This is an optimization exercise on Yosys and OpenROAD, whose aim is small area, not a production implementation. Function was checked by simulation only, so behaviour that the tests miss may differ from the original. No activity file was given, so power comes from the tool's default toggle rates.

## build 54
==> flow/design.v (excerpt) <==
module reorder_buffer_commit_retire_unit (
    input  wire          i_clk,
    input  wire          i_rst_n,
    input  wire          start,
    output wire          busy,
    input  wire [35:0]   i_cmd,
    output wire          o_done,
    output wire [101:0]  o_result,
    input  wire          i_cfg_we,
    input  wire [1:0]    i_cfg_index,
    input  wire [6:0]    i_cfg_data
);
==> flow/config.mk <==
export PLATFORM = sky130hd
export DESIGN_NAME = reorder_buffer_commit_retire_unit
export DESIGN_NICKNAME = reorder_buffer_commit_retire_unit
export VERILOG_FILES = /design/flow/design.v
export SDC_FILE = /design/flow/constraint.sdc
export NUM_CORES = 4
export LEC_CHECK = 0
export CAP_MARGIN = 20
export CORE_MARGIN = 2
export CORE_UTILIZATION = 65
export GPL_TIMING_DRIVEN = 0
export PLACE_DENSITY = 0.75
export SLEW_MARGIN = 20
==> flow/constraint.sdc <==
create_clock -name core_clock -period 5.0 [get_ports {i_clk}]
set_input_delay 1.0000 -clock core_clock [delete_from_list [all_inputs] [get_ports {i_clk}]]
set_output_delay 1.0000 -clock core_clock [all_outputs]
set_load 0.01 [all_outputs]
standard.sh (not shown) runs the stock make flow with config.mk's settings and CLKGATE_MAP_FILE= SYNTH_SCRIPT=/design/flow/synth_recipe.tcl, a recipe that flattens the netlist after the stock synthesis.
==> flow/flow/run.sh <==
#!/bin/bash
# Standard synthesis, then its combinational logic re-mapped for area (registers
# untouched; the smallest of a few ABC runs is kept), then the standard layout
# with the ports buffered by the smallest buffer and a leaner clock tree.
# Each tool's output goes to a log here.
set -euo pipefail
here=$(pwd)
export BUFFER_PORTS_ARGS="-buffer_cell sky130_fd_sc_hd__buf_1"
export CTS_ARGS="-sink_clustering_enable -repair_clock_nets -dont_use_dummy_load -buf_list sky130_fd_sc_hd__clkbuf_8 -sink_clustering_size 20 -sink_clustering_max_diameter 60"
bash standard.sh synth > synth.log 2>&1
export RES=$here/orfs/results/$FLOW_PLATFORM/reorder_buffer_commit_retire_unit/base
YOSYS=$FLOW_HOME/../tools/install/yosys/bin/yosys
[[ -x $YOSYS ]] || YOSYS=yosys
LIB=$FLOW_HOME/platforms/$FLOW_PLATFORM/lib/sky130_fd_sc_hd__tt_025C_1v80.lib
cp $RES/1_2_yosys.v $RES/1_2_yosys.std.v
for s in 1 2 3 4; do
  printf 'strash\n&get -n\n&st\n&deepsyn -T 45 -S %s\n&put\ndch -f\namap\n' $s > $here/area_$s.abc
  ABC_SCRIPT=$here/area_$s.abc OUT_V=$RES/remap_$s.v $YOSYS -c $here/flow/remap.tcl > remap_$s.log 2>&1 &
done
wait
best=""; best_area=""
for s in 1 2 3 4; do
  [[ -s $RES/remap_$s.v ]] || continue
  $YOSYS -p "read_liberty -lib $LIB; read_verilog $RES/remap_$s.v; tee -o $RES/remap_$s.area stat -liberty $LIB" > area_$s.log 2>&1 || continue
  a=$(grep "Chip area" $RES/remap_$s.area | awk '{print $NF}')
  echo "seed $s: $a" >> remap_choice.log
  if [[ -z "$best" ]] || awk -v a="$a" -v b="$best_area" 'BEGIN{exit !(a<b)}'; then best=$s; best_area=$a; fi
done
echo "kept seed $best: $best_area" >> remap_choice.log
cp $RES/remap_$best.v $RES/1_2_yosys.v
rm -f $RES/1_synth.odb $RES/1_synth.sdc
bash standard.sh > standard.log 2>&1
==> flow/flow/remap.tcl <==
# Re-map the combinational logic of the standard synthesis netlist for area.
# The registers are kept as they are: same cells, same instance names.
set lib $::env(FLOW_HOME)/platforms/sky130hd/lib/sky130_fd_sc_hd__tt_025C_1v80.lib
set res $::env(RES)
set dont_use {sky130_fd_sc_hd__probe_p_8 sky130_fd_sc_hd__probec_p_8 sky130_fd_sc_hd__lpflow_bleeder_1 sky130_fd_sc_hd__lpflow_clkbufkapwr_1 sky130_fd_sc_hd__lpflow_clkbufkapwr_16 sky130_fd_sc_hd__lpflow_clkbufkapwr_2 sky130_fd_sc_hd__lpflow_clkbufkapwr_4 sky130_fd_sc_hd__lpflow_clkbufkapwr_8 sky130_fd_sc_hd__lpflow_clkinvkapwr_1 sky130_fd_sc_hd__lpflow_clkinvkapwr_16 sky130_fd_sc_hd__lpflow_clkinvkapwr_2 sky130_fd_sc_hd__lpflow_clkinvkapwr_4 sky130_fd_sc_hd__lpflow_clkinvkapwr_8 sky130_fd_sc_hd__lpflow_decapkapwr_12 sky130_fd_sc_hd__lpflow_decapkapwr_3 sky130_fd_sc_hd__lpflow_decapkapwr_4 sky130_fd_sc_hd__lpflow_decapkapwr_6 sky130_fd_sc_hd__lpflow_decapkapwr_8 sky130_fd_sc_hd__lpflow_inputiso0n_1 sky130_fd_sc_hd__lpflow_inputiso0p_1 sky130_fd_sc_hd__lpflow_inputiso1n_1 sky130_fd_sc_hd__lpflow_inputiso1p_1 sky130_fd_sc_hd__lpflow_inputisolatch_1 sky130_fd_sc_hd__lpflow_isobufsrc_1 sky130_fd_sc_hd__lpflow_isobufsrc_16 sky130_fd_sc_hd__lpflow_isobufsrc_2 sky130_fd_sc_hd__lpflow_isobufsrc_4 sky130_fd_sc_hd__lpflow_isobufsrc_8 sky130_fd_sc_hd__lpflow_isobufsrckapwr_16 sky130_fd_sc_hd__lpflow_lsbuf_lh_hl_isowell_tap_1 sky130_fd_sc_hd__lpflow_lsbuf_lh_hl_isowell_tap_2 sky130_fd_sc_hd__lpflow_lsbuf_lh_hl_isowell_tap_4 sky130_fd_sc_hd__lpflow_lsbuf_lh_isowell_4 sky130_fd_sc_hd__lpflow_lsbuf_lh_isowell_tap_1 sky130_fd_sc_hd__lpflow_lsbuf_lh_isowell_tap_2 sky130_fd_sc_hd__lpflow_lsbuf_lh_isowell_tap_4 }
set du_args {}
foreach c $dont_use { lappend du_args -dont_use $c }
yosys read_liberty -ignore_miss_func $lib
yosys read_verilog $res/1_2_yosys.std.v
yosys hierarchy -top $::env(FLOW_TOP)
yosys setattr -mod -set keep_hierarchy 1 sky130_fd_sc_hd__*df* sky130_fd_sc_hd__*dl*
yosys flatten
yosys rename -hide w:*.*
yosys opt_clean -purge
yosys abc -liberty $lib {*}$du_args -script $::env(ABC_SCRIPT) -D 5000 $::env(FLOW_TOP)
yosys opt_clean -purge
yosys hilomap -singleton -hicell sky130_fd_sc_hd__conb_1 HI -locell sky130_fd_sc_hd__conb_1 LO $::env(FLOW_TOP)
yosys splitnets
yosys opt_clean -purge
yosys insbuf -buf sky130_fd_sc_hd__buf_1 A X
yosys opt_clean
yosys tee -o $::env(OUT_V).stat stat
yosys select -module $::env(FLOW_TOP)
yosys write_verilog -noattr -nohex -nodec -selected $::env(OUT_V)
Build 54 completed every stage of the flow, and the final layout passed the timing, design-rule and antenna checks.
For build 18, these inputs were changed with respect to build 54:
==> flow/flow/run.sh <==
#!/bin/bash
# Standard synthesis, then its combinational logic re-mapped for area (registers
# untouched), then the standard layout with the ports buffered by the smallest
# buffer and a leaner clock tree. Each tool's output goes to a log here.
set -euo pipefail
here=$(pwd)
export BUFFER_PORTS_ARGS="-buffer_cell sky130_fd_sc_hd__buf_1"
export CTS_ARGS="-sink_clustering_enable -repair_clock_nets -dont_use_dummy_load -buf_list sky130_fd_sc_hd__clkbuf_8 -sink_clustering_size 16 -sink_clustering_max_diameter 100"
bash standard.sh synth > synth.log 2>&1
export RES=$here/orfs/results/$FLOW_PLATFORM/reorder_buffer_commit_retire_unit/base
export ABC_SCRIPT=$here/flow/area.abc
YOSYS=$FLOW_HOME/../tools/install/yosys/bin/yosys
[[ -x $YOSYS ]] || YOSYS=yosys
cp $RES/1_2_yosys.v $RES/1_2_yosys.std.v
$YOSYS -c $here/flow/remap.tcl > remap.log 2>&1
rm -f $RES/1_synth.odb $RES/1_synth.sdc
bash standard.sh > standard.log 2>&1
==> flow/flow/area.abc (new file) <==
strash
&get -n
&st
&deepsyn -T 60
&put
dch -f
amap
--- a/flow/flow/remap.tcl
+++ b/flow/flow/remap.tcl
@@ -21,4 +21,4 @@
 yosys opt_clean
-yosys tee -o $::env(OUT_V).stat stat
+yosys tee -o $res/remap_stat.txt stat
 yosys select -module $::env(FLOW_TOP)
-yosys write_verilog -noattr -nohex -nodec -selected $::env(OUT_V)
+yosys write_verilog -noattr -nohex -nodec -selected $res/1_2_yosys.v
--- a/flow/config.mk
+++ b/flow/config.mk
@@ -9,5 +9,3 @@
 export CORE_MARGIN = 2
-export CORE_UTILIZATION = 65
-export GPL_TIMING_DRIVEN = 0
-export PLACE_DENSITY = 0.75
+export CORE_UTILIZATION = 40
 export SLEW_MARGIN = 20
Findings:
Comparing build 54 and build 18, share of the final layout cell area in multi-input gates is lower on build 18.
Cmp build 18 vs build 54: met3 layer wire length in the routed design higher in build 18
Diff build 54 and build 18: global-route total usage across every layer lower in build 18
Taking build 54 as the reference, in build 18 HPWL after detailed placement closely matched the old numbers, combined flip-flop and latch cell area ~0 delta, data arrival at the endpoint of the critical path went up by 1000 ps.
diff inputs: build 18 => build 45
==> flow/flow/run.sh <==
#!/bin/bash
# Standard synthesis, then its combinational logic re-mapped for area (registers
# untouched; the smallest of a few ABC runs is kept), then the standard layout
# with the ports buffered by the smallest buffer and a leaner clock tree.
# Each tool's output goes to a log here.
set -euo pipefail
here=$(pwd)
export BUFFER_PORTS_ARGS="-buffer_cell sky130_fd_sc_hd__buf_1"
export CTS_ARGS="-sink_clustering_enable -repair_clock_nets -dont_use_dummy_load -buf_list sky130_fd_sc_hd__clkbuf_8 -sink_clustering_size 20 -sink_clustering_max_diameter 60"
bash standard.sh synth > synth.log 2>&1
export RES=$here/orfs/results/$FLOW_PLATFORM/reorder_buffer_commit_retire_unit/base
YOSYS=$FLOW_HOME/../tools/install/yosys/bin/yosys
[[ -x $YOSYS ]] || YOSYS=yosys
LIB=$FLOW_HOME/platforms/$FLOW_PLATFORM/lib/sky130_fd_sc_hd__tt_025C_1v80.lib
cp $RES/1_2_yosys.v $RES/1_2_yosys.std.v
for s in 1 2 3 4; do
  printf 'strash\n&get -n\n&st\n&deepsyn -T 45 -S %s\n&put\ndch -f\namap\n' $s > $here/area_$s.abc
  ABC_SCRIPT=$here/area_$s.abc OUT_V=$RES/remap_$s.v $YOSYS -c $here/flow/remap.tcl > remap_$s.log 2>&1 &
done
wait
best=""; best_area=""
for s in 1 2 3 4; do
  [[ -s $RES/remap_$s.v ]] || continue
  $YOSYS -p "read_liberty -lib $LIB; read_verilog $RES/remap_$s.v; tee -o $RES/remap_$s.area stat -liberty $LIB" > area_$s.log 2>&1 || continue
  a=$(grep "Chip area" $RES/remap_$s.area | awk '{print $NF}')
  echo "seed $s: $a" >> remap_choice.log
  if [[ -z "$best" ]] || awk -v a="$a" -v b="$best_area" 'BEGIN{exit !(a<b)}'; then best=$s; best_area=$a; fi
done
echo "kept seed $best: $best_area" >> remap_choice.log
cp $RES/remap_$best.v $RES/1_2_yosys.v
rm -f $RES/1_synth.odb $RES/1_synth.sdc
bash standard.sh > standard.log 2>&1
--- a/flow/flow/remap.tcl
+++ b/flow/flow/remap.tcl
@@ -21,4 +21,4 @@
 yosys opt_clean
-yosys tee -o $res/remap_stat.txt stat
+yosys tee -o $::env(OUT_V).stat stat
 yosys select -module $::env(FLOW_TOP)
-yosys write_verilog -noattr -nohex -nodec -selected $res/1_2_yosys.v
+yosys write_verilog -noattr -nohex -nodec -selected $::env(OUT_V)
--- a/flow/config.mk
+++ b/flow/config.mk
@@ -9,3 +9,4 @@
 export CORE_MARGIN = 2
-export CORE_UTILIZATION = 40
+export CORE_UTILIZATION = 65
+export PLACE_DENSITY = 0.75
 export SLEW_MARGIN = 20
removed: flow/flow/area.abc
Findings:
- Compared build 45 vs build 18, and filler-free cell count of the finished design is down in build 45.
- The number of signal-net inverters in the final layout in build 45 was higher than what build 18 gave.
- Compared build 45 against build 18; fmax within noise.
- Compared with build 18, build 45 shows a global-route track usage on met2 that is 19 points higher.
- Run comparison: build 45 class of the most critical setup path reg2out; build 18 class of the most critical setup path reg2reg
- Sort build 18 and build 45 by combinational fraction of design power asc -> top: build 45
- Compared with build 18, in build 45 maximum vdd ir drop now larger; setup slack saw a decrease; switching fraction of total power shows a reduction of 0.15 points; ratio of final minimum period to clock period now sits at about the same level.
[inputs] build 87 vs build 45
==> flow/flow/run.sh <==
#!/bin/bash
# Standard synthesis, then its combinational logic re-mapped for area (registers
# untouched), then the standard layout with the ports buffered by the smallest
# buffer and a leaner clock tree. Each tool's output goes to a log here.
set -euo pipefail
here=$(pwd)
export BUFFER_PORTS_ARGS="-buffer_cell sky130_fd_sc_hd__buf_1"
export CTS_ARGS="-sink_clustering_enable -repair_clock_nets -dont_use_dummy_load -buf_list sky130_fd_sc_hd__clkbuf_16 -sink_clustering_size 32 -sink_clustering_max_diameter 60"
bash standard.sh synth > synth.log 2>&1
export RES=$here/orfs/results/$FLOW_PLATFORM/reorder_buffer_commit_retire_unit/base
export ABC_SCRIPT=$here/flow/area.abc
YOSYS=$FLOW_HOME/../tools/install/yosys/bin/yosys
[[ -x $YOSYS ]] || YOSYS=yosys
cp $RES/1_2_yosys.v $RES/1_2_yosys.std.v
$YOSYS -c $here/flow/remap.tcl > remap.log 2>&1
rm -f $RES/1_synth.odb $RES/1_synth.sdc
bash standard.sh > standard.log 2>&1
==> flow/flow/area.abc (new file) <==
strash
&get -n
&st
&deepsyn -T 30
&nf -R 1000
&put
--- a/flow/flow/remap.tcl
+++ b/flow/flow/remap.tcl
@@ -21,4 +21,4 @@
 yosys opt_clean
-yosys tee -o $::env(OUT_V).stat stat
+yosys tee -o $res/remap_stat.txt stat
 yosys select -module $::env(FLOW_TOP)
-yosys write_verilog -noattr -nohex -nodec -selected $::env(OUT_V)
+yosys write_verilog -noattr -nohex -nodec -selected $res/1_2_yosys.v
--- a/flow/config.mk
+++ b/flow/config.mk
@@ -9,4 +9,3 @@
 export CORE_MARGIN = 2
-export CORE_UTILIZATION = 65
-export PLACE_DENSITY = 0.75
+export CORE_UTILIZATION = 40
 export SLEW_MARGIN = 20
## What came out
Summary: with build 45 as the reference, wire length in build 87 moved down by a few percent.
Comparing build 87 and build 45, delay contributed by the slowest stage of the critical path is higher on build 87.
Looking only at length of routed wiring on met1, and setting everything else aside, the lower value of build 87 and build 45 goes to build 45.
Synthesis-to-finish area growth: build 87 higher than build 45
Worst endpoint data arrival time sits higher in build 87 than in build 45.

[re-timing with driven ports]
How much do the figures lean on ideal ports? The routed layouts below were timed once more, with nothing changed but the port constraints. Step 1: set_driving_cell puts a clkbuf_16 on i_clk and a buf_2 on each other input, an assumption about the parent block. Step 2 moves the port delays by t, midway between the first and last clock arrival at a register: inputs arrive t later, outputs are due t later. That takes back most of the time a late clock gives input paths. a / b / c = ideal ports / drivers / drivers and shift; a / b = the first two.
run | shift t [ns] | slack for setup (ns) | clock arrival spread, ns | slew at the worst register clock pin (ns) | cell pins on the clock port's net
build 54 | 0.516 | 0.275 / 0.238 / 0.308 | 0.027 / 0.027 | 0.11 / 0.11 | 1
build 18 | 0.516 | 0.445 / 0.445 / 0.416 | 0.052 / 0.051 | 0.10 / 0.10 | 1
build 45 | 0.510 | 0.440 / 0.407 / 0.423 | 0.023 / 0.023 | 0.12 / 0.12 | 1
build 87 | 0.499 | 0.369 / 0.328 / 0.428 | 0.065 / 0.066 | 0.11 / 0.11 | 1
After both steps setup and hold are still met in every run listed. The setup slack of build 18, which loses most, moves by 0.000 ns with the drivers and by -0.029 ns with both steps.
